Background: an optimization exercise with open tools, aiming at a short achievable clock period and few clock cycles. Do not read the settings as production practice. In this exercise RTL edits were held to simulation tests only and were not proved equivalent to the original. No activity file was given, so power comes from the tool's default toggle rates.

File: flow/run.sh
#!/bin/bash
# synth_recipe.tcl (not shown) runs the flow's synth.tcl, then flattens the netlist and writes it again
# the make line also repeats each setting of config.mk as NAME=value (left out here)
make -C /OpenROAD-flow-scripts/flow DESIGN_CONFIG=/design/flow/config.mk WORK_HOME=/design/flow/orfs CLKGATE_MAP_FILE= SYNTH_SCRIPT=/design/flow/synth_recipe.tcl finish
File: flow/config.mk
export PLATFORM = sky130hd
export DESIGN_NAME = ebvc_top
export DESIGN_NICKNAME = ebvc_top
export VERILOG_FILES = /design/flow/design.v
export SDC_FILE = /design/flow/constraint.sdc
export NUM_CORES = 4
export LEC_CHECK = 0
export ABC_CLOCK_PERIOD_IN_PS = 3500
export CAP_MARGIN = 20
export CORE_MARGIN = 2
export CORE_UTILIZATION = 60
export SETUP_SLACK_MARGIN = 5
export SLEW_MARGIN = 20
File: flow/constraint.sdc
create_clock -name core_clock -period 9.0 [get_ports {clk}]
set_input_delay 1.8000 -clock core_clock [delete_from_list [all_inputs] [get_ports {clk}]]
set_output_delay 1.8000 -clock core_clock [all_outputs]
set_load 0.01 [all_outputs]
File: flow/design.v
`default_nettype none
package ebvc_pkg;
	localparam int DATA_W    = 8;               
	localparam int ADDR_W    = 8;               
	localparam int MEM_DEPTH = 1 << ADDR_W;     
	typedef logic [DATA_W-1:0] byte_t;
	typedef logic [ADDR_W-1:0] addr_t;
	localparam int D_TWO   = 0;                 
	localparam int D_JMP   = 1;
	localparam int D_JC0   = 2;                 
	localparam int D_JC1   = 3;
	localparam int D_JINV  = 4;                 
	localparam int D_HLT   = 5;
	localparam int D_ST    = 6;
	localparam int D_OUT   = 7;
	localparam int D_SSEL  = 8;                 
	localparam int D_VMEM  = 12;                
	localparam int D_VIMM  = 13;                
	localparam int D_VSEL  = 14;                
	localparam int D_LD    = 17;                
	localparam int D_ADD   = 21;
	localparam int D_SUB   = 22;
	localparam int D_CMP   = 23;
	localparam int D_INZ   = 24;
	localparam int D_DEZ   = 25;
	localparam int D_CLZ   = 26;
	localparam int D_CLA   = 27;
	localparam int D_CLC   = 28;
	localparam int D_LBR   = 29;                
	localparam int D_W     = 30;
	typedef logic [D_W-1:0] dec_t;
	function automatic logic [8:0] add8(input byte_t a, input byte_t b, input logic cin);
		logic [7:0] p, g, gg, pp, gn, pn;
		logic [8:0] c;
		p  = a ^ b;
		g  = a & b;
		gg = g;
		pp = p;
		for (int d = 1; d < 8; d = d * 2) begin
			gn = gg;
			pn = pp;
			for (int i = d; i < 8; i++) begin
				gn[i] = gg[i] | (pp[i] & gg[i-d]);
				pn[i] = pp[i] & pp[i-d];
			end
			gg = gn;
			pp = pn;
		end
		c[0] = cin;
		for (int i = 0; i < 8; i++) c[i+1] = gg[i] | (pp[i] & cin);
		add8 = {c[8], p ^ c[7:0]};
	endfunction
	function automatic logic two(input byte_t op);
		case (op)
			8'h01, 8'h02, 8'h03, 8'h09, 8'h0A, 8'h0B, 8'h11, 8'h12, 8'h13,
			8'h19, 8'h1A, 8'h1B, 8'h24, 8'h25, 8'h39, 8'h3A,
			8'h81, 8'h82, 8'h83, 8'h84, 8'h85, 8'hC1, 8'hC2: two = 1'b1;
			default: two = 1'b0;
		endcase
	endfunction
	function automatic logic taken(input byte_t op, input logic z, input logic c,
		input logic late);
		logic g;
		case (op[2:0])
			3'd1:    g = 1'b1;
			3'd2:    g = z && !late;
			3'd3:    g = !z && !late;
			3'd4:    g = c && !late;
			3'd5:    g = !c && !late;
			default: g = 1'b0;
		endcase
		taken = (op[7:3] == 5'b10000) && g;
	endfunction
	function automatic logic defer(input byte_t op, input logic late);
		defer = (op[7:3] == 5'b10000) && (op[2:0] >= 3'd2) && (op[2:0] <= 3'd5) && late;
	endfunction
	function automatic dec_t decode(input byte_t op);
		dec_t d;
		d = '0;
		case (op)
			8'h01, 8'h09, 8'h11, 8'h19: begin    
				d[D_TWO] = 1'b1;
				d[D_VMEM] = 1'b1;
				d[D_LD + op[4:3]] = 1'b1;
			end
			8'h02, 8'h0A, 8'h12, 8'h1A: begin    
				d[D_TWO] = 1'b1;
				d[D_VIMM] = 1'b1;
				d[D_LD + op[4:3]] = 1'b1;
			end
			8'h03, 8'h0B, 8'h13, 8'h1B: begin    
				d[D_TWO] = 1'b1;
				d[D_ST] = 1'b1;
				d[D_SSEL + op[4:3]] = 1'b1;
			end
			8'h15: d[D_INZ] = 1'b1;
			8'h16: d[D_DEZ] = 1'b1;
			8'h17: d[D_CLZ] = 1'b1;
			8'h1C: d[D_CLA] = 1'b1;
			8'h21: begin d[D_ADD] = 1'b1; d[D_VSEL + 0] = 1'b1; end
			8'h22: begin d[D_ADD] = 1'b1; d[D_VSEL + 1] = 1'b1; end
			8'h23: begin d[D_ADD] = 1'b1; d[D_VSEL + 2] = 1'b1; end
			8'h24: begin d[D_ADD] = 1'b1; d[D_TWO] = 1'b1; d[D_VMEM] = 1'b1; end
			8'h25: begin d[D_ADD] = 1'b1; d[D_TWO] = 1'b1; d[D_VIMM] = 1'b1; end
			8'h36: begin d[D_SUB] = 1'b1; d[D_VSEL + 0] = 1'b1; end
			8'h37: begin d[D_SUB] = 1'b1; d[D_VSEL + 1] = 1'b1; end
			8'h38: begin d[D_SUB] = 1'b1; d[D_VSEL + 2] = 1'b1; end
			8'h39: begin d[D_SUB] = 1'b1; d[D_TWO] = 1'b1; d[D_VMEM] = 1'b1; end
			8'h3A: begin d[D_SUB] = 1'b1; d[D_TWO] = 1'b1; d[D_VIMM] = 1'b1; end
			8'hC3: begin d[D_CMP] = 1'b1; d[D_VSEL + 0] = 1'b1; end
			8'hC4: begin d[D_CMP] = 1'b1; d[D_VSEL + 1] = 1'b1; end
			8'hC5: begin d[D_CMP] = 1'b1; d[D_VSEL + 2] = 1'b1; end
			8'hC1: begin d[D_CMP] = 1'b1; d[D_TWO] = 1'b1; d[D_VMEM] = 1'b1; end
			8'hC2: begin d[D_CMP] = 1'b1; d[D_TWO] = 1'b1; d[D_VIMM] = 1'b1; end
			8'hC6: d[D_CLC] = 1'b1;
			8'h81: begin d[D_TWO] = 1'b1; d[D_JMP] = 1'b1; end
			8'h82: begin d[D_TWO] = 1'b1; d[D_JMP] = 1'b1; d[D_JC0] = 1'b1; end
			8'h83: begin d[D_TWO] = 1'b1; d[D_JMP] = 1'b1; d[D_JC0] = 1'b1; d[D_JINV] = 1'b1; end
			8'h84: begin d[D_TWO] = 1'b1; d[D_JMP] = 1'b1; d[D_JC1] = 1'b1; end
			8'h85: begin d[D_TWO] = 1'b1; d[D_JMP] = 1'b1; d[D_JC1] = 1'b1; d[D_JINV] = 1'b1; end
			8'hF9: d[D_OUT] = 1'b1;              
			8'hFA: begin d[D_OUT] = 1'b1; d[D_SSEL + 0] = 1'b1; end
			8'hFB: begin d[D_OUT] = 1'b1; d[D_SSEL + 1] = 1'b1; end
			8'hFC: begin d[D_OUT] = 1'b1; d[D_SSEL + 2] = 1'b1; end
			8'hFD: begin d[D_OUT] = 1'b1; d[D_SSEL + 3] = 1'b1; end
			8'hFF: d[D_HLT] = 1'b1;
			default: ;                             
		endcase
		decode = d;
	endfunction
endpackage
`default_nettype wire
`timescale 1ns/1ps
`default_nettype none
module ebvc_mem (
	input  logic                            clk,
	input  logic [ebvc_pkg::MEM_DEPTH-1:0]  sel0,   
	output ebvc_pkg::byte_t                 rd0,
	output ebvc_pkg::byte_t                 rd1,    
	input  logic [ebvc_pkg::MEM_DEPTH-1:0]  sel2,   
	output ebvc_pkg::byte_t                 rd2,
	input  logic                            we,
	input  ebvc_pkg::byte_t                 wd
);
	logic [8*ebvc_pkg::MEM_DEPTH-1:0] mq;    
	for (genvar i = 0; i < ebvc_pkg::MEM_DEPTH; i++) begin : g_word
		always_ff @(posedge clk) begin
			if (we && sel2[i]) begin
				mq[8*i +: 8] <= wd;
			end
		end
	end
	always_comb begin
		rd0 = '0;
		rd1 = '0;
		rd2 = '0;
		for (int i = 0; i < ebvc_pkg::MEM_DEPTH; i++) begin
			rd0 = rd0 | ({8{sel0[i]}} & mq[8*i +: 8]);
			rd1 = rd1 | ({8{sel0[(i + ebvc_pkg::MEM_DEPTH - 1) % ebvc_pkg::MEM_DEPTH]}} & mq[8*i +: 8]);
			rd2 = rd2 | ({8{sel2[i]}} & mq[8*i +: 8]);
		end
	end
endmodule
`default_nettype wire
`timescale 1ns/1ps
`default_nettype none
module ebvc_top (
	input  logic            clk,
	input  logic            rst_n,
	input  logic            run,             
	input  logic            host_req,
	input  logic            host_we,
	input  ebvc_pkg::addr_t host_addr,
	input  ebvc_pkg::byte_t host_wdata,
	output logic            host_ack,
	output ebvc_pkg::byte_t host_rdata,
	output logic            busy,
	output ebvc_pkg::byte_t port_a,
	output logic            port_strobe
);
	localparam int N = ebvc_pkg::MEM_DEPTH;
	logic [7:0]   pc;             
	logic [15:0]  pc_hi, pc_lo;   
	logic [N-1:0] pc_ws;          
	logic [15:0]  t_hi, t_lo;     
	logic [15:0]  e_hi, e_lo;     
	logic         f_two;
	logic [7:0]   f_op_raw, f_opr_raw;
	logic [7:0]   f_op;           
	logic [7:0]   f_opr;          
	logic [N-1:0] f_opr_oh;       
	logic         fw0, fw1;       
	logic         f_defer;        
	logic         f_taken;
	logic         h_pend;         
	ebvc_pkg::dec_t         f_d;
	ebvc_pkg::dec_t         e_d;
	logic [7:0]   e_opr;          
	logic [N-1:0] e_oh;           
	logic         e_memf;         
	logic         e_redir;        
	logic         e_cond;
	logic [7:0] rx, ry, rz, ra;
	logic       cf, zf;
	logic [7:0] m_rd;             
	logic [7:0] vr;               
	logic [7:0] v;                
	logic [8:0] sum, dif;         
	logic [8:0] sum_r, dif_r;     
	logic       c_nx, z_nx;       
	logic       c_br, z_br;       
	logic [7:0] st_data;
	logic       mem_we;
	logic [7:0] mem_wd;
	ebvc_mem u_mem (
		.clk  (clk),
		.sel0 (pc_ws),
		.rd0  (f_op_raw),
		.rd1  (f_opr_raw),
		.sel2 (e_oh),
		.rd2  (m_rd),
		.we   (mem_we),
		.wd   (mem_wd)
	);
	assign st_data = ({8{e_d[ebvc_pkg::D_SSEL + 0]}} & rx) | ({8{e_d[ebvc_pkg::D_SSEL + 1]}} & ry) |
		({8{e_d[ebvc_pkg::D_SSEL + 2]}} & rz) | ({8{e_d[ebvc_pkg::D_SSEL + 3]}} & ra);
	assign fw0     = e_d[ebvc_pkg::D_ST] && (e_opr == pc);
	assign fw1     = e_d[ebvc_pkg::D_ST] && (e_opr == pc + 8'd1);
	assign f_op    = fw0 ? st_data : f_op_raw;
	assign f_opr   = fw1 ? st_data : f_opr_raw;
	always_comb begin
		for (int i = 0; i < 16; i++) begin
			t_hi[i] = fw1 ? (st_data[7:4] == 4'(i)) : (f_opr_raw[7:4] == 4'(i));
			t_lo[i] = fw1 ? (st_data[3:0] == 4'(i)) : (f_opr_raw[3:0] == 4'(i));
			e_hi[i] = (e_opr[7:4] == 4'(i));
			e_lo[i] = (e_opr[3:0] == 4'(i));
		end
		for (int i = 0; i < N; i++) begin
			pc_ws[i]    = pc_hi[i / 16] && pc_lo[i % 16];
			f_opr_oh[i] = t_hi[i / 16] && t_lo[i % 16];
		end
	end
	assign mem_we = e_d[ebvc_pkg::D_ST] || (h_pend && host_we);
	assign mem_wd = busy ? st_data : host_wdata;
	assign vr = ({8{e_d[ebvc_pkg::D_VIMM]}} & e_opr) | ({8{e_d[ebvc_pkg::D_VSEL + 0]}} & rx) |
		({8{e_d[ebvc_pkg::D_VSEL + 1]}} & ry) | ({8{e_d[ebvc_pkg::D_VSEL + 2]}} & rz);
	assign v     = e_d[ebvc_pkg::D_VMEM] ? m_rd : vr;
	assign sum   = ebvc_pkg::add8(ra, v, 1'b0);
	assign dif   = ebvc_pkg::add8(ra, ~v, 1'b1);
	assign sum_r = ebvc_pkg::add8(ra, vr, 1'b0);
	assign dif_r = ebvc_pkg::add8(ra, ~vr, 1'b1);
	function automatic logic [1:0] flags(input ebvc_pkg::dec_t d, input ebvc_pkg::byte_t a, input ebvc_pkg::byte_t b,
		input logic [8:0] s, input logic [8:0] df, input logic c, input logic z);
		logic zs, eq;
		zs = !(a[0] ^ b[0]);
		for (int i = 1; i < 8; i++) zs = zs && ((a[i] ^ b[i]) == (a[i-1] | b[i-1]));
		eq = (a == b);
		flags = {c, z};
		if (d[ebvc_pkg::D_ADD])      flags = {s[8], zs};
		else if (d[ebvc_pkg::D_SUB]) flags = {!df[8], eq};
		else if (d[ebvc_pkg::D_CMP]) flags = {!df[8] | eq, eq};
		else if (d[ebvc_pkg::D_CLA]) flags = 2'b00;
		else if (d[ebvc_pkg::D_CLC]) flags = {1'b0, z};
	endfunction
	assign {c_nx, z_nx} = flags(e_d, ra, v, sum, dif, cf, zf);
	assign {c_br, z_br} = busy ? flags(e_d, ra, vr, sum_r, dif_r, cf, zf) : 2'b00;
	always_comb begin
		case (e_d[ebvc_pkg::D_JC1:ebvc_pkg::D_JC0])
			2'd1:    e_cond = zf;
			2'd2:    e_cond = cf;
			default: e_cond = 1'b1;
		endcase
	end
	assign e_memf  = e_d[ebvc_pkg::D_VMEM] && (e_d[ebvc_pkg::D_ADD] || e_d[ebvc_pkg::D_SUB] || e_d[ebvc_pkg::D_CMP]);
	assign e_redir = e_d[ebvc_pkg::D_LBR] && (e_cond ^ e_d[ebvc_pkg::D_JINV]);
	assign f_d     = ebvc_pkg::decode(f_op);
	assign f_defer = fw0 ? ebvc_pkg::defer(st_data, e_memf) : ebvc_pkg::defer(f_op_raw, e_memf);
	assign f_taken = fw0 ? ebvc_pkg::taken(st_data, z_br, c_br, e_memf) :
		ebvc_pkg::taken(f_op_raw, z_br, c_br, e_memf);
	assign f_two   = fw0 ? ebvc_pkg::two(st_data) : ebvc_pkg::two(f_op_raw);
	always_ff @(posedge clk) begin
		if (!rst_n) begin
			busy  <= 1'b0;
			pc    <= 8'd0;
			pc_hi <= 16'd1;
			pc_lo <= 16'd1;
			e_d   <= '0;
		end else if (busy ? (e_d[ebvc_pkg::D_HLT] || e_redir) : !run) begin
			e_d <= '0;
			if (e_redir) begin
				pc    <= e_opr;
				pc_hi <= e_hi;
				pc_lo <= e_lo;
			end else begin
				busy  <= 1'b0;
				pc    <= 8'd0;
				pc_hi <= 16'd1;
				pc_lo <= 16'd1;
			end
		end else begin
			busy <= 1'b1;
			e_d  <= f_d;
			e_d[ebvc_pkg::D_LBR] <= f_defer;
			if (f_taken) begin
				pc    <= f_opr;
				pc_hi <= t_hi;
				pc_lo <= t_lo;
			end else if (f_two) begin
				pc    <= pc + 8'd2;
				pc_lo <= {pc_lo[13:0], pc_lo[15:14]};
				if (pc_lo[15] || pc_lo[14]) pc_hi <= {pc_hi[14:0], pc_hi[15]};
			end else begin
				pc    <= pc + 8'd1;
				pc_lo <= {pc_lo[14:0], pc_lo[15]};
				if (pc_lo[15]) pc_hi <= {pc_hi[14:0], pc_hi[15]};
			end
		end
	end
	always_ff @(posedge clk) begin
		if (busy || run) begin
			e_opr <= f_opr;
			e_oh  <= f_opr_oh;
		end else begin
			e_opr <= host_addr;
			for (int i = 0; i < N; i++) e_oh[i] <= (host_addr == 8'(i));
		end
	end
	always_ff @(posedge clk) begin
		if (!rst_n) begin
			h_pend   <= 1'b0;
			host_ack <= 1'b0;
		end else begin
			h_pend <= !busy && !run && host_req && !host_ack && !h_pend;
			if (h_pend) begin
				host_ack <= 1'b1;
			end else if (host_ack && !host_req) begin
				host_ack <= 1'b0;
			end
		end
	end
	always_ff @(posedge clk) begin
		if (h_pend) begin
			host_rdata <= m_rd;
		end
	end
	always_ff @(posedge clk) begin
		if (!rst_n) begin
			rx <= 8'd0;
			ry <= 8'd0;
			rz <= 8'd0;
			ra <= 8'd0;
			cf <= 1'b0;
			zf <= 1'b0;
		end else if (!busy) begin
			if (run) begin
				rx <= 8'd0;
				ry <= 8'd0;
				rz <= 8'd0;
				ra <= 8'd0;
				cf <= 1'b0;
				zf <= 1'b0;
			end
		end else begin
			cf <= c_nx;
			zf <= z_nx;
			if (e_d[ebvc_pkg::D_LD + 0]) rx <= v;
			if (e_d[ebvc_pkg::D_LD + 1]) ry <= v;
			if (e_d[ebvc_pkg::D_LD + 2]) rz <= v;
			if (e_d[ebvc_pkg::D_LD + 3]) ra <= v;
			if (e_d[ebvc_pkg::D_ADD]) ra <= sum[7:0];
			if (e_d[ebvc_pkg::D_SUB]) ra <= dif[7:0];
			if (e_d[ebvc_pkg::D_INZ]) rz <= rz + 8'd1;
			if (e_d[ebvc_pkg::D_DEZ]) rz <= rz - 8'd1;
			if (e_d[ebvc_pkg::D_CLZ]) rz <= 8'd0;
			if (e_d[ebvc_pkg::D_CLA]) ra <= 8'd0;
		end
	end
	always_ff @(posedge clk) begin
		if (!rst_n) begin
			port_strobe <= 1'b0;
			port_a      <= 8'd0;
		end else begin
			port_strobe <= e_d[ebvc_pkg::D_OUT];
			if (e_d[ebvc_pkg::D_OUT]) begin
				port_a <= st_data;        
			end
		end
	end
endmodule
`default_nettype wire
==> results of run 1 <==
[worst max-delay path by stage]
stage / cells past startpoint / slack, ns / to
CTS: 17 / 4.28 / pc_hi[0]
global placement: 13 / 1.77 / e_oh[131]
floorplan: 2 / 4.21 / u_mem.mq[1005]
detailed placement: 15 / 2.15 / pc_hi[9]
[cell families after synthesis]
kind of cell / after synthesis / share of synthesized area
flops: 2434 / 0.586
mux: 47 / 0.00426
simple gates: 2057 / 0.0954
buf+inv: 1175 / 0.0424
compound gates: 4084 / 0.262
fa+ha+maj: 54 / 0.00578
xor+xnor: 46 / 0.00341
[metal layers]
metal	overflow	global-route usage
met4	5413	1.18
met2	23300	1.54
met1	12500	1.22
met5	728	1.02
met3	5641	1.08
[repair_timing]
item | 4_1_cts
cloned | 75
endpoints found under the setup margin | 424
pin swaps | 305
resized for setup | 1258
setup buffers | 366
[metrics by stage]
step           power (W)   util
2_1_floorplan     0.0145      -
3_3_place_gp      0.0163  0.639
3_5_place_dp      0.0163  0.641
4_1_cts           0.0275  0.739
[power by group through the flow]
stage | clock (W) | sequential (W) | combinational, W
after floorplan | 0 | 0.0128 | 0.00172
after global placement | 0 | 0.0130 | 0.00328
after detailed placement | 0 | 0.0130 | 0.00328
after CTS | 0.0102 | 0.0127 | 0.00462
==> results.json, run 1 <==
{
  "h-tree-depth": 4,
  "synth.top_cells.by_count": "2056 x edfxtp_1, 1611 x a22oi_1, 634 x clkbuf_1",
  "ios": 40,
  "placed_cell_area_um2": 125000,
  "synth_cell_types": 91,
  "root_buffer": "clkbuf_16",
  "gr-usage-all-layers": 1.27,
  "start_util": 0.605,
  "hpwl_mm": 815,
  "grt_max_degree": 257,
  "num_rows": 162,
  "synth_edf_count": 2056,
  "yosys_most_used_dff": "edfxtp_1",
  "synth_top_area_frac": 0.522,
  "synth.most_common_cell": "edfxtp_1",
  "status": "aborted with a tool error",
  "synth.avg_cell_area_um2": 11.9,
  "syn_inst": 9897,
  "port_buffers": 39,
  "async_flop_share": 0,
  "dieWidth_um": 448,
  "yosys_warnings": 2,
  "synth_area_um2": 118000,
  "cts_sinks": 2434,
  "numCtsBuffers": 234,
  "firstError": "[ERROR GRT-0116] Global routing finished with congestion. Check the congestion regions in the DRC Viewer.",
  "cts_hold_buf": 0,
  "grt_pass1_vias": 149000,
  "synth_nets": 9972,
  "grt_overflow": 47600,
  "ys_seq_area_frac": 0.586,
  "synth_area_leaders": "edfxtp_1 52%, a22oi_1 10%, dfxtp_1 6.4%",
  "synth_area_leader_cell": "edfxtp_1",
  "place_congestion": 2.09,
  "grt_pass1_wl_mm": 1650,
  "placedCellCount": 12300,
  "pre_cts_ws_ns": 2.15,
  "die_y_um": 448,
  "ys_ff_latch": 2434,
  "haltStage": "global routing (5_1_grt)",
  "cts_buffer_depth": 3
}
Testbench counts, summed over its fixed seeds: cycles 15,879.
==> run 2, diff against run 1 <==
--- a/flow/design.v
+++ b/flow/design.v
@@ -208,4 +208,8 @@
 	logic [8:0] sum, dif;         
 	logic [8:0] sum_r, dif_r;     
+	logic [7:0] ra_m, ra_r;       
+	logic       c_m, z_m;         
+	logic       h_we;             
+	logic [7:0] h_wd;
 	logic       c_nx, z_nx;       
 	logic       c_br, z_br;       
@@ -241,11 +245,11 @@
 		end
 	end
-	assign mem_we = e_d[ebvc_pkg::D_ST] || (h_pend && host_we);
-	assign mem_wd = busy ? st_data : host_wdata;
+	assign mem_we = e_d[ebvc_pkg::D_ST] || (h_pend && h_we);
+	assign mem_wd = busy ? st_data : h_wd;
 	assign vr = ({8{e_d[ebvc_pkg::D_VIMM]}} & e_opr) | ({8{e_d[ebvc_pkg::D_VSEL + 0]}} & rx) |
 		({8{e_d[ebvc_pkg::D_VSEL + 1]}} & ry) | ({8{e_d[ebvc_pkg::D_VSEL + 2]}} & rz);
 	assign v     = e_d[ebvc_pkg::D_VMEM] ? m_rd : vr;
-	assign sum   = ebvc_pkg::add8(ra, v, 1'b0);
-	assign dif   = ebvc_pkg::add8(ra, ~v, 1'b1);
+	assign sum   = ebvc_pkg::add8(ra, m_rd, 1'b0);
+	assign dif   = ebvc_pkg::add8(ra, ~m_rd, 1'b1);
 	assign sum_r = ebvc_pkg::add8(ra, vr, 1'b0);
 	assign dif_r = ebvc_pkg::add8(ra, ~vr, 1'b1);
@@ -263,5 +267,18 @@
 		else if (d[ebvc_pkg::D_CLC]) flags = {1'b0, z};
 	endfunction
-	assign {c_nx, z_nx} = flags(e_d, ra, v, sum, dif, cf, zf);
+	assign {c_m, z_m}   = flags(e_d, ra, m_rd, sum, dif, cf, zf);
+	assign c_nx = e_d[ebvc_pkg::D_VMEM] ? c_m : c_br;
+	assign z_nx = e_d[ebvc_pkg::D_VMEM] ? z_m : z_br;
+	always_comb begin
+		ra_m = ra;
+		if (e_d[ebvc_pkg::D_LD + 3]) ra_m = m_rd;
+		if (e_d[ebvc_pkg::D_ADD])    ra_m = sum[7:0];
+		if (e_d[ebvc_pkg::D_SUB])    ra_m = dif[7:0];
+		ra_r = ra;
+		if (e_d[ebvc_pkg::D_LD + 3]) ra_r = vr;
+		if (e_d[ebvc_pkg::D_ADD])    ra_r = sum_r[7:0];
+		if (e_d[ebvc_pkg::D_SUB])    ra_r = dif_r[7:0];
+		if (e_d[ebvc_pkg::D_CLA])    ra_r = 8'd0;
+	end
 	assign {c_br, z_br} = busy ? flags(e_d, ra, vr, sum_r, dif_r, cf, zf) : 2'b00;
 	always_comb begin
@@ -343,4 +360,6 @@
 			host_rdata <= m_rd;
 		end
+		h_we <= host_we;
+		h_wd <= host_wdata;
 	end
 	always_ff @(posedge clk) begin
@@ -367,11 +386,8 @@
 			if (e_d[ebvc_pkg::D_LD + 1]) ry <= v;
 			if (e_d[ebvc_pkg::D_LD + 2]) rz <= v;
-			if (e_d[ebvc_pkg::D_LD + 3]) ra <= v;
-			if (e_d[ebvc_pkg::D_ADD]) ra <= sum[7:0];
-			if (e_d[ebvc_pkg::D_SUB]) ra <= dif[7:0];
+			ra <= e_d[ebvc_pkg::D_VMEM] ? ra_m : ra_r;
 			if (e_d[ebvc_pkg::D_INZ]) rz <= rz + 8'd1;
 			if (e_d[ebvc_pkg::D_DEZ]) rz <= rz - 8'd1;
 			if (e_d[ebvc_pkg::D_CLZ]) rz <= 8'd0;
-			if (e_d[ebvc_pkg::D_CLA]) ra <= 8'd0;
 		end
 	end
--- a/flow/config.mk
+++ b/flow/config.mk
@@ -9,5 +9,5 @@
 export CAP_MARGIN = 20
 export CORE_MARGIN = 2
-export CORE_UTILIZATION = 60
+export CORE_UTILIZATION = 45
 export SETUP_SLACK_MARGIN = 5
 export SLEW_MARGIN = 20
==> run 2 against run 1 <==
Synthesized cell count grew 2.5%; the flow again stops in global routing (5_1_grt); synthesized area rose by 1.6%.
==> results.json, run 2 <==
{
  "yosys_warnings": 2,
  "yosys_most_used_dff": "edfxtp_1",
  "synth_area_leaders": "edfxtp_1 51%, a22oi_1 8.5%, dfxtp_1 6.5%",
  "ys_ff_latch": 2443,
  "synth_edf_count": 2056,
  "root_buffer": "clkbuf_16",
  "async_flop_share": 0,
  "cts_sinks": 2443,
  "cts_buffer_depth": 4,
  "numCtsBuffers": 279,
  "synth.most_common_cell": "edfxtp_1",
  "grt_overflow": 36900,
  "synth_area_um2": 120000,
  "synth_nets": 10200,
  "hpwl_mm": 954,
  "ios": 40,
  "firstError": "[ERROR GRT-0116] Global routing finished with congestion. Check the congestion regions in the DRC Viewer.",
  "gr-usage-all-layers": 1.15,
  "pre_cts_ws_ns": 2.48,
  "die_y_um": 520,
  "dieWidth_um": 520,
  "num_rows": 189,
  "synth.top_cells.by_count": "2056 x edfxtp_1, 1359 x a22oi_1, 678 x nand3_1",
  "cts_hold_buf": 0,
  "synth_cell_types": 93,
  "place_congestion": 1.62,
  "synth_top_area_frac": 0.514,
  "grt_max_degree": 256,
  "grt_pass1_wl_mm": 2050,
  "grt_pass1_vias": 165000,
  "ys_seq_area_frac": 0.579,
  "syn_inst": 10100,
  "start_util": 0.452,
  "status": "aborted with a tool error",
  "synth.avg_cell_area_um2": 11.8,
  "port_buffers": 39,
  "synth_area_leader_cell": "edfxtp_1",
  "haltStage": "global routing (5_1_grt)",
  "h-tree-depth": 5
}
==> run 2: how the worst max path moves through the flow <==
stage,depth (start not counted),slack (ns),endpoint
after CTS,16,4.29,pc_hi[10]
after detailed placement,14,2.48,pc_hi[10]
after global placement,13,2.20,pc_lo[1]
after floorplan,16,4.97,pc_lo[10]
==> run 2: power groups by stage <==
stage	Sequential, W	Clock (W)	Combinational [W]
after floorplan	0.0129	0	0.00206
after global placement	0.0130	0	0.00445
after detailed placement	0.0130	0	0.00444
after CTS	0.0127	0.0120	0.00624
==> run 2: per-layer routing <==
metal  GRT overflow  global-route usage
met4           4757                1.12
met5            765                1.01
met3           5576                1.07
met2          17900                1.30
met1           7961                1.09
==> run 2: cell families after synthesis <==
logic type	share of synthesized area
compound gates	0.256
flops	0.579
simple gates	0.108
buf+inv	0.0448
fa+ha+maj	0.00596
xor+xnor	0.00343
mux	0.00305
==> run 2: timing repair <==
item,CTS
endpoints found under the setup margin,389
buffers inserted,494
hold endpoints to repair,0
pin swaps,321
gates resized for setup,1680
cloned,81
==> run 2: metrics by stage <==
| step | instances | hold slack (ns) | power, W | instance area [µm²] | util |
|---|---|---|---|---|---|
| after detailed placement | 13500 | 0.467 | 0.0175 | 129000 | 0.486 |
| after global placement | 13500 | 0.437 | 0.0175 | 128000 | 0.484 |
| after CTS | 14600 | 0.487 | 0.0310 | 153000 | 0.577 |
| after floorplan | 10100 | 0.455 | 0.0149 | 120000 | - |
Testbench counts of run 2, summed over its fixed seeds: cycles 15,879.
==> run 3, diff against run 2 <==
--- a/flow/design.v
+++ b/flow/design.v
@@ -72,4 +72,17 @@
 		taken = (op[7:3] == 5'b10000) && g;
 	endfunction
+	function automatic logic isjmp(input byte_t op);
+		isjmp = (op[7:3] == 5'b10000) && (op[2:0] >= 3'd1) && (op[2:0] <= 3'd5);
+	endfunction
+	function automatic logic jtaken(input logic [2:0] op, input logic z, input logic c,
+		input logic late);
+		case (op)
+			3'd2:    jtaken = z && !late;
+			3'd3:    jtaken = !z && !late;
+			3'd4:    jtaken = c && !late;
+			3'd5:    jtaken = !c && !late;
+			default: jtaken = 1'b1;
+		endcase
+	endfunction
 	function automatic logic defer(input byte_t op, input logic late);
 		defer = (op[7:3] == 5'b10000) && (op[2:0] >= 3'd2) && (op[2:0] <= 3'd5) && late;
@@ -137,15 +150,19 @@
 	input  logic [ebvc_pkg::MEM_DEPTH-1:0]  sel0,   
 	output ebvc_pkg::byte_t                 rd0,
+	output logic [1:0]                      pd0,    
 	output ebvc_pkg::byte_t                 rd1,    
 	input  logic [ebvc_pkg::MEM_DEPTH-1:0]  sel2,   
 	output ebvc_pkg::byte_t                 rd2,
 	input  logic                            we,
-	input  ebvc_pkg::byte_t                 wd
+	input  ebvc_pkg::byte_t                 wd,
+	input  logic [1:0]                      pwd     
 );
 	logic [8*ebvc_pkg::MEM_DEPTH-1:0] mq;    
+	logic [2*ebvc_pkg::MEM_DEPTH-1:0] pq;    
 	for (genvar i = 0; i < ebvc_pkg::MEM_DEPTH; i++) begin : g_word
 		always_ff @(posedge clk) begin
 			if (we && sel2[i]) begin
 				mq[8*i +: 8] <= wd;
+				pq[2*i +: 2] <= pwd;
 			end
 		end
@@ -153,8 +170,10 @@
 	always_comb begin
 		rd0 = '0;
+		pd0 = '0;
 		rd1 = '0;
 		rd2 = '0;
 		for (int i = 0; i < ebvc_pkg::MEM_DEPTH; i++) begin
 			rd0 = rd0 | ({8{sel0[i]}} & mq[8*i +: 8]);
+			pd0 = pd0 | ({2{sel0[i]}} & pq[2*i +: 2]);
 			rd1 = rd1 | ({8{sel0[(i + ebvc_pkg::MEM_DEPTH - 1) % ebvc_pkg::MEM_DEPTH]}} & mq[8*i +: 8]);
 			rd2 = rd2 | ({8{sel2[i]}} & mq[8*i +: 8]);
@@ -187,4 +206,6 @@
 	logic         f_two;
 	logic [7:0]   f_op_raw, f_opr_raw;
+	logic [1:0]   f_pd_raw;       
+	logic [1:0]   st_pd;          
 	logic [7:0]   f_op;           
 	logic [7:0]   f_opr;          
@@ -221,9 +242,11 @@
 		.sel0 (pc_ws),
 		.rd0  (f_op_raw),
+		.pd0  (f_pd_raw),
 		.rd1  (f_opr_raw),
 		.sel2 (e_oh),
 		.rd2  (m_rd),
 		.we   (mem_we),
-		.wd   (mem_wd)
+		.wd   (mem_wd),
+		.pwd  ({ebvc_pkg::two(mem_wd), ebvc_pkg::isjmp(mem_wd)})
 	);
 	assign st_data = ({8{e_d[ebvc_pkg::D_SSEL + 0]}} & rx) | ({8{e_d[ebvc_pkg::D_SSEL + 1]}} & ry) |
@@ -293,7 +316,8 @@
 	assign f_d     = ebvc_pkg::decode(f_op);
 	assign f_defer = fw0 ? ebvc_pkg::defer(st_data, e_memf) : ebvc_pkg::defer(f_op_raw, e_memf);
-	assign f_taken = fw0 ? ebvc_pkg::taken(st_data, z_br, c_br, e_memf) :
-		ebvc_pkg::taken(f_op_raw, z_br, c_br, e_memf);
-	assign f_two   = fw0 ? ebvc_pkg::two(st_data) : ebvc_pkg::two(f_op_raw);
+	assign st_pd   = {ebvc_pkg::two(st_data), ebvc_pkg::isjmp(st_data)};
+	assign f_taken = (fw0 ? st_pd[0] : f_pd_raw[0]) &&
+		ebvc_pkg::jtaken(f_op[2:0], z_br, c_br, e_memf);
+	assign f_two   = fw0 ? st_pd[1] : f_pd_raw[1];
 	always_ff @(posedge clk) begin
 		if (!rst_n) begin
--- a/flow/config.mk
+++ b/flow/config.mk
@@ -9,5 +9,5 @@
 export CAP_MARGIN = 20
 export CORE_MARGIN = 2
-export CORE_UTILIZATION = 45
+export CORE_UTILIZATION = 33
 export SETUP_SLACK_MARGIN = 5
 export SLEW_MARGIN = 20
==> run 3 against run 2 <==
The run again fails in global routing (5_1_grt); synthesized area is 15% higher; synthesized cell count is 10% higher.
==> results.json, run 3 <==
{
  "yosys_most_used_dff": "edfxtp_1",
  "cts_buffer_depth": 4,
  "port_buffers": 39,
  "synth.avg_cell_area_um2": 12.3,
  "start_util": 0.331,
  "synth_cell_types": 91,
  "async_flop_share": 0,
  "root_buffer": "clkbuf_16",
  "synth_nets": 11200,
  "grt_pass1_wl_mm": 2750,
  "num_rows": 237,
  "synth_edf_count": 2568,
  "grt_pass1_vias": 196000,
  "grt_overflow": 15000,
  "grt_max_degree": 232,
  "placed_cell_area_um2": 153000,
  "ios": 40,
  "yosys_warnings": 2,
  "ys_seq_area_frac": 0.616,
  "synth_top_area_frac": 0.560,
  "synth.most_common_cell": "edfxtp_1",
  "synth_area_um2": 138000,
  "ys_ff_latch": 2955,
  "placedCellCount": 16800,
  "haltStage": "global routing (5_1_grt)",
  "synth_area_leaders": "edfxtp_1 56%, a22oi_1 8.9%, dfxtp_1 5.6%",
  "firstError": "[ERROR GRT-0116] Global routing finished with congestion. Check the congestion regions in the DRC Viewer.",
  "die_y_um": 650,
  "h-tree-depth": 5,
  "synth.top_cells.by_count": "2568 x edfxtp_1, 1634 x a22oi_1, 766 x nand3_1",
  "syn_inst": 11200,
  "hpwl_mm": 1380,
  "cts_sinks": 2955,
  "dieWidth_um": 650,
  "gr-usage-all-layers": 0.990,
  "place_congestion": 1.43,
  "status": "aborted with a tool error",
  "synth_area_leader_cell": "edfxtp_1",
  "numCtsBuffers": 349
}
-- run 3: changes by cell type after synthesis, sizes merged, moves of 44 or more --
| cell | before | now |
|---|---|---|
| edfxtp | 2056 | 2568 |
| a22oi | 1359 | 1634 |
| clkbuf | 606 | 748 |
| o22ai | 517 | 617 |
| nand3 | 684 | 767 |
| buf | 519 | 446 |
| o22a | 81 | 24 |
| nor2 | 189 | 245 |
| a21oi | 240 | 293 |
| a221oi | 456 | 412 |
-- run 3: what timing repair did --
item	4_1_cts
cloned	68
hold buffers	0
pin swaps	336
setup buffers	415
gates resized for setup	1747
endpoints found under the setup margin	1425
-- run 3: logic make-up after synthesis --
| family | synth area share |
|---|---|
| mux | 0.00111 |
| flops | 0.616 |
| compound gates | 0.236 |
| xor+xnor | 0.00389 |
| simple gates | 0.0999 |
| fa+ha+maj | 0.00520 |
| buf+inv | 0.0377 |
-- run 3: worst max-delay path by stage --
stage,startpoint,endpoint,depth (start not counted)
2_1_floorplan,rz[1],u_mem.pq[0],8
3_3_place_gp,pc_lo[8],pc_lo[10],13
3_5_place_dp,pc_lo[11],e_oh[50],14
4_1_cts,pc_lo[13],pc_lo[9],14
-- run 3: per-layer routing --
metal / track usage / overflow
met1: 0.976 / 2979
met3: 0.962 / 2660
met5: 0.881 / 304
met2: 1.04 / 6289
met4: 0.982 / 2724
-- run 3: power groups by stage --
stage          Sequential [W]  Combinational (W)  Clock (W)
3_3_place_gp           0.0167             0.0217          0
2_1_floorplan          0.0161            0.00878          0
3_5_place_dp           0.0167             0.0213          0
4_1_cts                0.0162             0.0303     0.0151
-- run 3: per-stage QoR --
stage               hold WS (ns)  setup slack (ns)  setup TNS [ns]
floorplan                  0.464             -7.54        -3730.72
global placement           0.442              1.50               0
detailed placement         0.444              2.01               0
CTS                        0.444              4.13               0
Testbench counts of run 3, summed over its fixed seeds: cycles 15,879.
==> run 4, diff against run 3 <==
--- a/flow/design.v
+++ b/flow/design.v
@@ -147,37 +147,28 @@
 `default_nettype none
 module ebvc_mem (
-	input  logic                            clk,
-	input  logic [ebvc_pkg::MEM_DEPTH-1:0]  sel0,   
-	output ebvc_pkg::byte_t                 rd0,
-	output logic [1:0]                      pd0,    
-	output ebvc_pkg::byte_t                 rd1,    
-	input  logic [ebvc_pkg::MEM_DEPTH-1:0]  sel2,   
-	output ebvc_pkg::byte_t                 rd2,
-	input  logic                            we,
-	input  ebvc_pkg::byte_t                 wd,
-	input  logic [1:0]                      pwd     
+	input  logic            clk,
+	input  ebvc_pkg::addr_t ra0,            
+	output ebvc_pkg::byte_t rd0,
+	output logic [1:0]      pd0,            
+	input  ebvc_pkg::addr_t ra1,            
+	output ebvc_pkg::byte_t rd1,
+	input  ebvc_pkg::addr_t ra2,            
+	output ebvc_pkg::byte_t rd2,
+	input  logic            we,
+	input  ebvc_pkg::byte_t wd,
+	input  logic [1:0]      pwd             
 );
-	logic [8*ebvc_pkg::MEM_DEPTH-1:0] mq;    
-	logic [2*ebvc_pkg::MEM_DEPTH-1:0] pq;    
-	for (genvar i = 0; i < ebvc_pkg::MEM_DEPTH; i++) begin : g_word
-		always_ff @(posedge clk) begin
-			if (we && sel2[i]) begin
-				mq[8*i +: 8] <= wd;
-				pq[2*i +: 2] <= pwd;
-			end
-		end
-	end
-	always_comb begin
-		rd0 = '0;
-		pd0 = '0;
-		rd1 = '0;
-		rd2 = '0;
-		for (int i = 0; i < ebvc_pkg::MEM_DEPTH; i++) begin
-			rd0 = rd0 | ({8{sel0[i]}} & mq[8*i +: 8]);
-			pd0 = pd0 | ({2{sel0[i]}} & pq[2*i +: 2]);
-			rd1 = rd1 | ({8{sel0[(i + ebvc_pkg::MEM_DEPTH - 1) % ebvc_pkg::MEM_DEPTH]}} & mq[8*i +: 8]);
-			rd2 = rd2 | ({8{sel2[i]}} & mq[8*i +: 8]);
+	ebvc_pkg::byte_t mem [ebvc_pkg::MEM_DEPTH];
+	logic [1:0]      pmem [ebvc_pkg::MEM_DEPTH];
+	always_ff @(posedge clk) begin
+		if (we) begin
+			mem[ra2]  <= wd;
+			pmem[ra2] <= pwd;
 		end
 	end
+	assign rd0 = mem[ra0];
+	assign pd0 = pmem[ra0];
+	assign rd1 = mem[ra1];
+	assign rd2 = mem[ra2];
 endmodule
 `default_nettype wire
@@ -200,8 +191,6 @@
 	localparam int N = ebvc_pkg::MEM_DEPTH;
 	logic [7:0]   pc;             
-	logic [15:0]  pc_hi, pc_lo;   
-	logic [N-1:0] pc_ws;          
-	logic [15:0]  t_hi, t_lo;     
-	logic [15:0]  e_hi, e_lo;     
+	logic [7:0]   pc1;            
+	logic [7:0]   f_opr1;         
 	logic         f_two;
 	logic [7:0]   f_op_raw, f_opr_raw;
@@ -210,5 +199,4 @@
 	logic [7:0]   f_op;           
 	logic [7:0]   f_opr;          
-	logic [N-1:0] f_opr_oh;       
 	logic         fw0, fw1;       
 	logic         f_defer;        
@@ -218,5 +206,4 @@
 	ebvc_pkg::dec_t         e_d;
 	logic [7:0]   e_opr;          
-	logic [N-1:0] e_oh;           
 	logic         e_memf;         
 	logic         e_redir;        
@@ -240,9 +227,10 @@
 	ebvc_mem u_mem (
 		.clk  (clk),
-		.sel0 (pc_ws),
+		.ra0  (pc),
 		.rd0  (f_op_raw),
 		.pd0  (f_pd_raw),
+		.ra1  (pc1),
 		.rd1  (f_opr_raw),
-		.sel2 (e_oh),
+		.ra2  (e_opr),
 		.rd2  (m_rd),
 		.we   (mem_we),
@@ -253,19 +241,8 @@
 		({8{e_d[ebvc_pkg::D_SSEL + 2]}} & rz) | ({8{e_d[ebvc_pkg::D_SSEL + 3]}} & ra);
 	assign fw0     = e_d[ebvc_pkg::D_ST] && (e_opr == pc);
-	assign fw1     = e_d[ebvc_pkg::D_ST] && (e_opr == pc + 8'd1);
+	assign fw1     = e_d[ebvc_pkg::D_ST] && (e_opr == pc1);
 	assign f_op    = fw0 ? st_data : f_op_raw;
 	assign f_opr   = fw1 ? st_data : f_opr_raw;
-	always_comb begin
-		for (int i = 0; i < 16; i++) begin
-			t_hi[i] = fw1 ? (st_data[7:4] == 4'(i)) : (f_opr_raw[7:4] == 4'(i));
-			t_lo[i] = fw1 ? (st_data[3:0] == 4'(i)) : (f_opr_raw[3:0] == 4'(i));
-			e_hi[i] = (e_opr[7:4] == 4'(i));
-			e_lo[i] = (e_opr[3:0] == 4'(i));
-		end
-		for (int i = 0; i < N; i++) begin
-			pc_ws[i]    = pc_hi[i / 16] && pc_lo[i % 16];
-			f_opr_oh[i] = t_hi[i / 16] && t_lo[i % 16];
-		end
-	end
+	assign f_opr1  = fw1 ? st_data + 8'd1 : f_opr_raw + 8'd1;
 	assign mem_we = e_d[ebvc_pkg::D_ST] || (h_pend && h_we);
 	assign mem_wd = busy ? st_data : h_wd;
@@ -324,6 +301,5 @@
 			busy  <= 1'b0;
 			pc    <= 8'd0;
-			pc_hi <= 16'd1;
-			pc_lo <= 16'd1;
+			pc1   <= 8'd1;
 			e_d   <= '0;
 		end else if (busy ? (e_d[ebvc_pkg::D_HLT] || e_redir) : !run) begin
@@ -331,11 +307,9 @@
 			if (e_redir) begin
 				pc    <= e_opr;
-				pc_hi <= e_hi;
-				pc_lo <= e_lo;
+				pc1   <= e_opr + 8'd1;
 			end else begin
 				busy  <= 1'b0;
 				pc    <= 8'd0;
-				pc_hi <= 16'd1;
-				pc_lo <= 16'd1;
+				pc1   <= 8'd1;
 			end
 		end else begin
@@ -345,14 +319,11 @@
 			if (f_taken) begin
 				pc    <= f_opr;
-				pc_hi <= t_hi;
-				pc_lo <= t_lo;
+				pc1   <= f_opr1;
 			end else if (f_two) begin
 				pc    <= pc + 8'd2;
-				pc_lo <= {pc_lo[13:0], pc_lo[15:14]};
-				if (pc_lo[15] || pc_lo[14]) pc_hi <= {pc_hi[14:0], pc_hi[15]};
+				pc1   <= pc1 + 8'd2;
 			end else begin
-				pc    <= pc + 8'd1;
-				pc_lo <= {pc_lo[14:0], pc_lo[15]};
-				if (pc_lo[15]) pc_hi <= {pc_hi[14:0], pc_hi[15]};
+				pc    <= pc1;
+				pc1   <= pc1 + 8'd1;
 			end
 		end
@@ -361,8 +332,6 @@
 		if (busy || run) begin
 			e_opr <= f_opr;
-			e_oh  <= f_opr_oh;
 		end else begin
 			e_opr <= host_addr;
-			for (int i = 0; i < N; i++) e_oh[i] <= (host_addr == 8'(i));
 		end
 	end
--- a/flow/config.mk
+++ b/flow/config.mk
@@ -9,5 +9,5 @@
 export CAP_MARGIN = 20
 export CORE_MARGIN = 2
-export CORE_UTILIZATION = 33
+export CORE_UTILIZATION = 45
 export SETUP_SLACK_MARGIN = 5
 export SLEW_MARGIN = 20
==> run 4 against run 3 <==
The run now finishes clean; synthesized area up 2.4%; synthesized cell count shrank 31%.
==> results.json, run 4 <==
{
  "r2r_end": "ra[6]",
  "skew_ns": 0.0828,
  "rr_startpoint": "e_opr[0]",
  "synth_area_leaders": "edfxtp_1 55%, mux4_2 29%, mux2i_1 2.4%",
  "cts_buffer_depth": 4,
  "core_um2": 312000,
  "synth_compound_area_frac": 0.0430,
  "wl_met2_mm": 257,
  "synth_area_um2": 141000,
  "timing.fmax_mhz": 187,
  "first_iter_violations": 19700,
  "power_w": 0.0574,
  "areaGrowthSynthToFinish_pct": 19.3,
  "hp-class": "reg -> reg",
  "rr_worst_depth": 18,
  "ant_nets": 0,
  "cts_hold_buf": 0,
  "worst_pin_slew_ns": 1.25,
  "leakagePower_nw": 53.3,
  "insertion_delay_ns": 0.97,
  "crit_required_ns": 9.86,
  "p_per_area_nw_per_um2": 341,
  "hp-start": "host_ack",
  "finalNetCount": 8397,
  "root_buffer": "clkbuf_16",
  "dieArea_um2": 318000,
  "numCtsBuffers": 301,
  "synth.top_cells.by_count": "2568 x edfxtp_1, 1807 x mux4_2, 431 x nor2_1",
  "synth_top_area_frac": 0.547,
  "synth.avg_cell_area_um2": 18.2,
  "worstHoldEndpoint": "h_pend",
  "endpoint_kind": "flop",
  "worstSetupStartpointType": "flop",
  "largestRegisters": "u_mem.mem (2048), u_mem.pmem (512), e_d (28)",
  "fin_crit_sh": 0.594,
  "dieWidth_um": 564,
  "relSlewSlack": 0.166,
  "synth_edf_count": 2568,
  "cp_slowest_cell": "mux4_2",
  "setup_viol": 0,
  "antenna_found_initial": 60,
  "place_congestion": 1.02,
  "start_util": 0.452,
  "drc": 0,
  "dr.pass1.iters": 8,
  "path_class": "reg -> reg",
  "grt_overflow": 0,
  "crit_chain": "buf_12, buf_16, buf_12, buf_4, buf_12, bufbuf_16, mux4_2, mux4_2, a22oi_2, nand4_1, nor4_4, buf_6, ha_2, o21ai_1, nand2b_1, xnor2_1, mux4_2, o31ai_1",
  "cts_tree": "built",
  "wl_per_cell_um": 48.2,
  "yosys.area_share.simple": 0.0377,
  "grt_pass1_vias": 90200,
  "hold_slack_ns": 0.439,
  "synth_top_family_by_area": "multiplexers",
  "rsz0062_at_grt": "true",
  "clkTransAtPathRegs_ns": 0.06,
  "layout_common_cells": "2568 x edfxtp_1, 1808 x mux4_2, 515 x buf_4",
  "critPathTopFamily": "multiplexers",
  "synth_cell_types": 104,
  "h-tree-depth": 5,
  "ios": 40,
  "cp.arrival_ns": 6.20,
  "drive_above_1_share": 0.452,
  "synth.most_common_cell": "edfxtp_1",
  "critPathMaxFanout": 6,
  "hpwl_mm": 366,
  "ys_ff_latch": 2675,
  "path_buf_inv": 7,
  "synthMuxAreaShare": 0.317,
  "gr-usage-all-layers": 0.375,
  "worst_slack_ns": 3.66,
  "pre_cts_ws_ns": 2.17,
  "yosys_warnings": 2,
  "die_y_um": 564,
  "cts_sinks": 2675,
  "route.met3.wl_mm": 99.5,
  "final_common_cell": "edfxtp_1",
  "largest_reg_flops": 2048,
  "wl_met1_mm": 204,
  "max_cap_viol_count": 0,
  "wirelength_mm": 613,
  "finalMaxSlewViolations": 0,
  "vias": 97600,
  "ir_drop_v": 0.000270,
  "synth_nets": 7840,
  "viasPerCell": 7.67,
  "status": "finished clean",
  "synth_xor_area_frac": 0.00515,
  "hold_violations": 0,
  "setup_tns_ns": 0,
  "async_flop_share": 0,
  "yosys.area_share.adder": 0.00614,
  "ys_seq_area_frac": 0.562,
  "hold_path_depth": 1,
  "grt_max_degree": 176,
  "top_layer": "met5",
  "synth_area_leader_cell": "edfxtp_1",
  "ff2ff_setup_slack_ns": 3.66,
  "layout_min_cycle_time_ns": 5.34,
  "yosys_most_used_dff": "edfxtp_1",
  "slowest_delay_ns": 0.56,
  "port_buffers": 39,
  "num_rows": 205,
  "syn_inst": 7751,
  "grt_pass1_wl_mm": 803,
  "regMostFlops": "u_mem.mem"
}
## run 4: changes by cell type after synthesis, sizes merged, moves of 439 or more
cell,before,now
a22o,474,35
o22ai,617,34
nand3,767,101
a22oi,1634,157
mux4,0,1814
clkbuf,748,247
## run 4: where the power goes
part	leakage, nW	internal [W]	switching, W
Combinational	24.4	0.0129	0.0179
Clock	4.74	0.00713	0.00535
Sequential	24.1	0.0139	0.000194
## run 4: what timing repair did
item | CTS | global route
pin swaps | 133 | 148
gates cloned | 69 | 28
endpoints found under the setup margin | 2327 | 880
resized for setup | 728 | 273
buffers inserted | 259 | 152
## run 4: cells by family after synthesis
group,Yosys count
AO/OA/AOI/OAI,844
XOR/XNOR,83
adder cells (fa/ha/maj),68
buffers and inverters,739
flip-flops,2675
multiplexers,2190
AND/OR/NAND/NOR,1152
## run 4: layout make-up
class / instances / area, µm²
Fill cell: 24200 / 144000
Sequential cell: 2675 / 79300
Multi-Input combinational cell: 4341 / 61600
Timing Repair Buffer: 923 / 12000
Clock buffer: 371 / 7990
Tap cell: 4140 / 5180
Clock inverter: 157 / 1700
Inverter: 66 / 302
Antenna cell: 47 / 118
## run 4: worst max path at each step
stage	depth (start not counted)	startpoint	slack, ns	to
after global routing	24	e_opr[0]	3.69	ra[7]
after detailed placement	20	e_opr[1]	2.17	ra[7]
after floorplan	7	e_d[10]	-7.36	u_mem.pmem[0][0]
after CTS	21	e_opr[0]	3.91	ra[6]
after global placement	18	e_opr[0]	1.64	ra[7]
final	18	e_opr[0]	3.66	ra[6]
## run 4: worst reg2reg max path: cells and delay by family (launching register included)
family / cells / cell delay (ns)
compound gates: 3 / 0.85
simple gates: 3 / 0.81
mux: 3 / 1.55
xor+xnor: 1 / 0.14
fa+ha+maj: 1 / 0.32
flops: 1 / 0.40
buf+inv: 7 / 1.16
## run 4: metal layers
| metal | track usage | vias up |
|---|---|---|
| met2 | 0.522 | 9858 |
| met4 | 0.248 | 68 |
| li1 | - | 34600 |
| met1 | 0.476 | 50800 |
| met5 | 0.00253 | - |
| met3 | 0.161 | 2258 |
## run 4: metrics by stage
| step | area (µm²) | util | std cells |
|---|---|---|---|
| final | 168000 | 0.539 | 12700 |
| after global routing | 168000 | 0.539 | 12700 |
| after CTS | 165000 | 0.529 | 12500 |
| after detailed placement | 147000 | 0.471 | 11600 |
| after global placement | 147000 | 0.471 | 11600 |
| after floorplan | 141000 | - | 7751 |
Testbench counts of run 4, summed over its fixed seeds: cycles 15,879.
==> run 5, diff against run 4 <==
--- a/flow/design.v
+++ b/flow/design.v
@@ -27,6 +27,5 @@
 	localparam int D_CLA   = 27;
 	localparam int D_CLC   = 28;
-	localparam int D_LBR   = 29;                
-	localparam int D_W     = 30;
+	localparam int D_W     = 29;
 	typedef logic [D_W-1:0] dec_t;
 	function automatic logic [8:0] add8(input byte_t a, input byte_t b, input logic cin);
@@ -75,17 +74,13 @@
 		isjmp = (op[7:3] == 5'b10000) && (op[2:0] >= 3'd1) && (op[2:0] <= 3'd5);
 	endfunction
-	function automatic logic jtaken(input logic [2:0] op, input logic z, input logic c,
-		input logic late);
+	function automatic logic jtaken(input logic [2:0] op, input logic z, input logic c);
 		case (op)
-			3'd2:    jtaken = z && !late;
-			3'd3:    jtaken = !z && !late;
-			3'd4:    jtaken = c && !late;
-			3'd5:    jtaken = !c && !late;
+			3'd2:    jtaken = z;
+			3'd3:    jtaken = !z;
+			3'd4:    jtaken = c;
+			3'd5:    jtaken = !c;
 			default: jtaken = 1'b1;
 		endcase
 	endfunction
-	function automatic logic defer(input byte_t op, input logic late);
-		defer = (op[7:3] == 5'b10000) && (op[2:0] >= 3'd2) && (op[2:0] <= 3'd5) && late;
-	endfunction
 	function automatic dec_t decode(input byte_t op);
 		dec_t d;
@@ -200,5 +195,4 @@
 	logic [7:0]   f_opr;          
 	logic         fw0, fw1;       
-	logic         f_defer;        
 	logic         f_taken;
 	logic         h_pend;         
@@ -207,6 +201,7 @@
 	logic [7:0]   e_opr;          
 	logic         e_memf;         
-	logic         e_redir;        
-	logic         e_cond;
+	logic         e_wait;         
+	logic         e_ph2;          
+	logic [7:0]   m_q;            
 	logic [7:0] rx, ry, rz, ra;
 	logic       cf, zf;
@@ -214,11 +209,8 @@
 	logic [7:0] vr;               
 	logic [7:0] v;                
-	logic [8:0] sum, dif;         
 	logic [8:0] sum_r, dif_r;     
-	logic [7:0] ra_m, ra_r;       
-	logic       c_m, z_m;         
+	logic [7:0] ra_r;             
 	logic       h_we;             
 	logic [7:0] h_wd;
-	logic       c_nx, z_nx;       
 	logic       c_br, z_br;       
 	logic [7:0] st_data;
@@ -247,9 +239,11 @@
 	assign mem_we = e_d[ebvc_pkg::D_ST] || (h_pend && h_we);
 	assign mem_wd = busy ? st_data : h_wd;
+	assign e_memf = e_d[ebvc_pkg::D_VMEM] &&
+		(e_d[ebvc_pkg::D_ADD] || e_d[ebvc_pkg::D_SUB] || e_d[ebvc_pkg::D_CMP]);
+	assign e_wait = e_memf && !e_ph2;
 	assign vr = ({8{e_d[ebvc_pkg::D_VIMM]}} & e_opr) | ({8{e_d[ebvc_pkg::D_VSEL + 0]}} & rx) |
-		({8{e_d[ebvc_pkg::D_VSEL + 1]}} & ry) | ({8{e_d[ebvc_pkg::D_VSEL + 2]}} & rz);
-	assign v     = e_d[ebvc_pkg::D_VMEM] ? m_rd : vr;
-	assign sum   = ebvc_pkg::add8(ra, m_rd, 1'b0);
-	assign dif   = ebvc_pkg::add8(ra, ~m_rd, 1'b1);
+		({8{e_d[ebvc_pkg::D_VSEL + 1]}} & ry) | ({8{e_d[ebvc_pkg::D_VSEL + 2]}} & rz) |
+		({8{e_memf}} & m_q);
+	assign v     = (e_d[ebvc_pkg::D_VMEM] && !e_memf) ? m_rd : vr;
 	assign sum_r = ebvc_pkg::add8(ra, vr, 1'b0);
 	assign dif_r = ebvc_pkg::add8(ra, ~vr, 1'b1);
@@ -267,14 +261,7 @@
 		else if (d[ebvc_pkg::D_CLC]) flags = {1'b0, z};
 	endfunction
-	assign {c_m, z_m}   = flags(e_d, ra, m_rd, sum, dif, cf, zf);
-	assign c_nx = e_d[ebvc_pkg::D_VMEM] ? c_m : c_br;
-	assign z_nx = e_d[ebvc_pkg::D_VMEM] ? z_m : z_br;
 	always_comb begin
-		ra_m = ra;
-		if (e_d[ebvc_pkg::D_LD + 3]) ra_m = m_rd;
-		if (e_d[ebvc_pkg::D_ADD])    ra_m = sum[7:0];
-		if (e_d[ebvc_pkg::D_SUB])    ra_m = dif[7:0];
 		ra_r = ra;
-		if (e_d[ebvc_pkg::D_LD + 3]) ra_r = vr;
+		if (e_d[ebvc_pkg::D_LD + 3]) ra_r = v;
 		if (e_d[ebvc_pkg::D_ADD])    ra_r = sum_r[7:0];
 		if (e_d[ebvc_pkg::D_SUB])    ra_r = dif_r[7:0];
@@ -282,18 +269,8 @@
 	end
 	assign {c_br, z_br} = busy ? flags(e_d, ra, vr, sum_r, dif_r, cf, zf) : 2'b00;
-	always_comb begin
-		case (e_d[ebvc_pkg::D_JC1:ebvc_pkg::D_JC0])
-			2'd1:    e_cond = zf;
-			2'd2:    e_cond = cf;
-			default: e_cond = 1'b1;
-		endcase
-	end
-	assign e_memf  = e_d[ebvc_pkg::D_VMEM] && (e_d[ebvc_pkg::D_ADD] || e_d[ebvc_pkg::D_SUB] || e_d[ebvc_pkg::D_CMP]);
-	assign e_redir = e_d[ebvc_pkg::D_LBR] && (e_cond ^ e_d[ebvc_pkg::D_JINV]);
 	assign f_d     = ebvc_pkg::decode(f_op);
-	assign f_defer = fw0 ? ebvc_pkg::defer(st_data, e_memf) : ebvc_pkg::defer(f_op_raw, e_memf);
 	assign st_pd   = {ebvc_pkg::two(st_data), ebvc_pkg::isjmp(st_data)};
 	assign f_taken = (fw0 ? st_pd[0] : f_pd_raw[0]) &&
-		ebvc_pkg::jtaken(f_op[2:0], z_br, c_br, e_memf);
+		ebvc_pkg::jtaken(f_op[2:0], z_br, c_br);
 	assign f_two   = fw0 ? st_pd[1] : f_pd_raw[1];
 	always_ff @(posedge clk) begin
@@ -303,18 +280,12 @@
 			pc1   <= 8'd1;
 			e_d   <= '0;
-		end else if (busy ? (e_d[ebvc_pkg::D_HLT] || e_redir) : !run) begin
-			e_d <= '0;
-			if (e_redir) begin
-				pc    <= e_opr;
-				pc1   <= e_opr + 8'd1;
-			end else begin
-				busy  <= 1'b0;
-				pc    <= 8'd0;
-				pc1   <= 8'd1;
-			end
-		end else begin
+		end else if (busy ? e_d[ebvc_pkg::D_HLT] : !run) begin
+			e_d   <= '0;
+			busy  <= 1'b0;
+			pc    <= 8'd0;
+			pc1   <= 8'd1;
+		end else if (!(busy && e_wait)) begin
 			busy <= 1'b1;
 			e_d  <= f_d;
-			e_d[ebvc_pkg::D_LBR] <= f_defer;
 			if (f_taken) begin
 				pc    <= f_opr;
@@ -330,5 +301,7 @@
 	end
 	always_ff @(posedge clk) begin
-		if (busy || run) begin
+		if (busy) begin
+			if (!e_wait) e_opr <= f_opr;
+		end else if (run) begin
 			e_opr <= f_opr;
 		end else begin
@@ -338,4 +311,12 @@
 	always_ff @(posedge clk) begin
 		if (!rst_n) begin
+			e_ph2 <= 1'b0;
+		end else begin
+			e_ph2 <= busy && e_wait;
+		end
+		m_q <= m_rd;
+	end
+	always_ff @(posedge clk) begin
+		if (!rst_n) begin
 			h_pend   <= 1'b0;
 			host_ack <= 1'b0;
@@ -373,11 +354,11 @@
 				zf <= 1'b0;
 			end
-		end else begin
-			cf <= c_nx;
-			zf <= z_nx;
+		end else if (!e_wait) begin
+			cf <= c_br;
+			zf <= z_br;
 			if (e_d[ebvc_pkg::D_LD + 0]) rx <= v;
 			if (e_d[ebvc_pkg::D_LD + 1]) ry <= v;
 			if (e_d[ebvc_pkg::D_LD + 2]) rz <= v;
-			ra <= e_d[ebvc_pkg::D_VMEM] ? ra_m : ra_r;
+			ra <= ra_r;
 			if (e_d[ebvc_pkg::D_INZ]) rz <= rz + 8'd1;
 			if (e_d[ebvc_pkg::D_DEZ]) rz <= rz - 8'd1;
==> run 5 against run 4 <==
Non-clock buffer count is 225 lower; via count is 4.6% lower; worst setup slack better by 0.66 ns; fmax is 14% higher; clock power hardly changed; global-route usage is 0.14 points higher; cell area is 2.3% lower; first-iteration DRC count is 7.5% lower; sequential share of layout area is 1.5 points higher; largest cell class unchanged; highest routed layer unchanged.
==> results.json, run 5 <==
{
  "status": "finished clean",
  "dieArea_um2": 316000,
  "start_util": 0.453,
  "die_y_um": 562,
  "cp.arrival_ns": 5.58,
  "h-tree-depth": 5,
  "relSlewSlack": 0.0768,
  "grt_max_degree": 182,
  "regMostFlops": "u_mem.mem",
  "path_class": "reg -> reg",
  "finalNetCount": 7759,
  "areaGrowthSynthToFinish_pct": 17.4,
  "skew_ns": 0.0559,
  "numCtsBuffers": 305,
  "yosys_warnings": 2,
  "yosys.area_share.simple": 0.0322,
  "hold_violations": 0,
  "drive_above_1_share": 0.456,
  "cts_buffer_depth": 4,
  "ios": 40,
  "port_buffers": 39,
  "crit_required_ns": 9.90,
  "synth_area_leader_cell": "edfxtp_1",
  "synth_xor_area_frac": 0.00344,
  "hpwl_mm": 367,
  "async_flop_share": 0,
  "dieWidth_um": 562,
  "viasPerCell": 7.70,
  "finalMaxSlewViolations": 0,
  "synth.top_cells.by_count": "2576 x edfxtp_1, 1933 x mux4_2, 406 x nor2_1",
  "placed_cell_area_um2": 146000,
  "dr.pass1.iters": 10,
  "max_cap_viol_count": 0,
  "root_buffer": "clkbuf_16",
  "synth_nets": 7390,
  "ys_ff_latch": 2704,
  "antenna_found_initial": 59,
  "largestRegisters": "u_mem.mem (2048), u_mem.pmem (512), e_d (24)",
  "endpoint_kind": "flop",
  "layout_min_cycle_time_ns": 4.69,
  "syn_inst": 7338,
  "worst_pin_slew_ns": 1.38,
  "gr-usage-all-layers": 0.376,
  "grt_pass1_vias": 86600,
  "wirelength_mm": 603,
  "layout_common_cells": "2576 x edfxtp_1, 1933 x mux4_2, 351 x buf_4",
  "cts_sinks": 2704,
  "fill_cells": 23800,
  "timing.fmax_mhz": 213,
  "synth_top_area_frac": 0.553,
  "utilization": 0.532,
  "synth_area_leaders": "edfxtp_1 55%, mux4_2 31%, dfxtp_1 1.8%",
  "vias": 93200,
  "design_area_um2": 164000,
  "grt_overflow": 0,
  "leakagePower_nw": 51.1,
  "critPathMaxFanout": 18,
  "clkTransAtPathRegs_ns": 0.07,
  "cts_tree": "built",
  "synth_area_um2": 140000,
  "first_iter_violations": 18300,
  "yosys.area_share.adder": 0.00282,
  "hold_slack_ns": 0.462,
  "synth_top_family_by_area": "multiplexers",
  "ant_nets": 0,
  "worstSetupStartpointType": "flop",
  "ir_drop_v": 0.000307,
  "yosys_most_used_dff": "edfxtp_1",
  "synth_edf_count": 2576,
  "hp-class": "reg -> reg",
  "synth_cell_types": 96,
  "rsz0062_at_grt": "true",
  "power_w": 0.0556,
  "drc": 0,
  "setup_tns_ns": 0,
  "final_common_cell": "edfxtp_1",
  "p_per_area_nw_per_um2": 338,
  "synthMuxAreaShare": 0.331,
  "core_um2": 309000,
  "grt_pass1_wl_mm": 796,
  "synth_compound_area_frac": 0.0345,
  "ys_seq_area_frac": 0.571,
  "synth.avg_cell_area_um2": 19.1,
  "num_rows": 204,
  "setup_viol": 0,
  "insertion_delay_ns": 0.97,
  "fin_crit_sh": 0.521,
  "place_congestion": 1.03,
  "wl_per_cell_um": 49.8,
  "largest_reg_flops": 2048,
  "synth.most_common_cell": "edfxtp_1"
}
==> run 5: changes by cell type after synthesis, moves of 24 or more <==
cell,delta
mux4_2,+126
mux2i_1,-98
buf_2,-97
nand2_1,-91
buf_1,+58
a21oi_1,-44
clkbuf_1,+43
ha_1,-36
o221ai_1,-28
nor2_1,-25
a211oi_1,-24
buf_4,-24
==> run 5: through the flow <==
step                std cells  worst slack (ns)
global placement        11200              2.41
finish                  12100              4.31
detailed placement      11200              2.33
global route            12100              4.45
floorplan                7338             -7.62
CTS                     12000              4.56
==> run 5: cells by family (layout without fill, tap and decap cells) <==
logic type               Yosys count  after routing
AO/OA/AOI/OAI                    668            671
XOR/XNOR                          55             55
adder cells (fa/ha/maj)           31             31
buffers and inverters            691           1299
flip-flops                      2704           2704
multiplexers                    2204           2204
other                              0             34
AND/OR/NAND/NOR                  985            986
==> run 5: final timing paths <==
kind | start | endpoint | slack, ns | cells past startpoint
hold / removal | host_ack | h_pend | 0.46 | 1
hold reg to reg | host_ack | h_pend | 0.46 | 1
setup reg to reg | flop | pc1[7] | 4.31 | 11
setup / recovery | flop | pc1[7] | 4.31 | 11
==> run 5: report_power, final <==
part	internal, W	switching, W	leakage [nW]
registers	0.0142	0.000435	24.4
clock network	0.00733	0.00546	4.79
logic	0.0115	0.0166	22.0
==> run 5: metal layers <==
| metal | vias up | wire length, µm | track usage |
|---|---|---|---|
| li1 | 32900 | - | - |
| met1 | 49200 | 206000 | 0.491 |
| met2 | 9066 | 252000 | 0.523 |
| met3 | 1904 | 95200 | 0.152 |
| met4 | 42 | 48200 | 0.236 |
| met5 | - | 325 | 0.00361 |
==> run 5: final cells by class <==
| cell class | instances | area (µm²) | share of cell area |
|---|---|---|---|
| Antenna cell | 34 | 85.1 | 0.000518 |
| Timing Repair Buffer | 698 | 9580 | 0.0583 |
| Clock buffer | 375 | 8090 | 0.0493 |
| Sequential cell | 2704 | 80000 | 0.487 |
| Multi-Input combinational cell | 3947 | 59200 | 0.360 |
| Inverter | 51 | 256 | 0.00156 |
| Tap cell | 4120 | 5150 | 0.0314 |
| Clock inverter | 175 | 1940 | 0.0118 |
==> run 5: critical path, cell delays in order, from the launching register on <==
cell       delay (ns)
dfxtp_4          0.54
buf_4            0.36
nor2_2           0.81
o211ai_1         0.40
o2111ai_1        0.22
a211o_1          0.18
nand4_1          0.41
a211oi_4         0.48
nand3_1          0.14
o31a_1           0.30
or4_4            0.53
a31oi_4          0.18
==> run 5: repair_timing <==
item,in CTS,in global routing
resized for setup,494,216
gates cloned,75,8
setup buffers,198,72
pin swaps,58,78
hold buffers,0,0
endpoints found under the setup margin,602,453
Testbench counts of run 5, summed over its fixed seeds: cycles 16,543.

[afterwards: timing with drivers on the ports]
In the flow no input, the clock included, has a driving cell. The finished layouts below were timed again as built, in two steps.
Step 1 sets driving cells, clkbuf_16 on the clock port and buf_2 on the other inputs (assumed; they add their load-dependent delay and slew).
Step 2 also shifts input and output timing later by t, the mid clock arrival at the registers, as if the neighbouring blocks saw the same clock.
Slacks: no drivers / after step 1 / after step 2; pairs: no drivers / after step 1.
run | t (ns) | setup WS [ns] | hold slack, ns | worst register clock-pin slew, ns
run 4 | 1.036 | 3.658 / 3.658 / 3.658 | 0.439 / 0.439 / 0.439 | 0.07 / 0.07
run 5 | 1.057 | 4.314 / 4.314 / 3.941 | 0.462 / 0.462 / 0.462 | 0.07 / 0.07
After both steps every run listed still meets setup and hold. The setup slack of run 5, which loses most, moves by 0.000 ns with the drivers and by -0.373 ns with both steps.
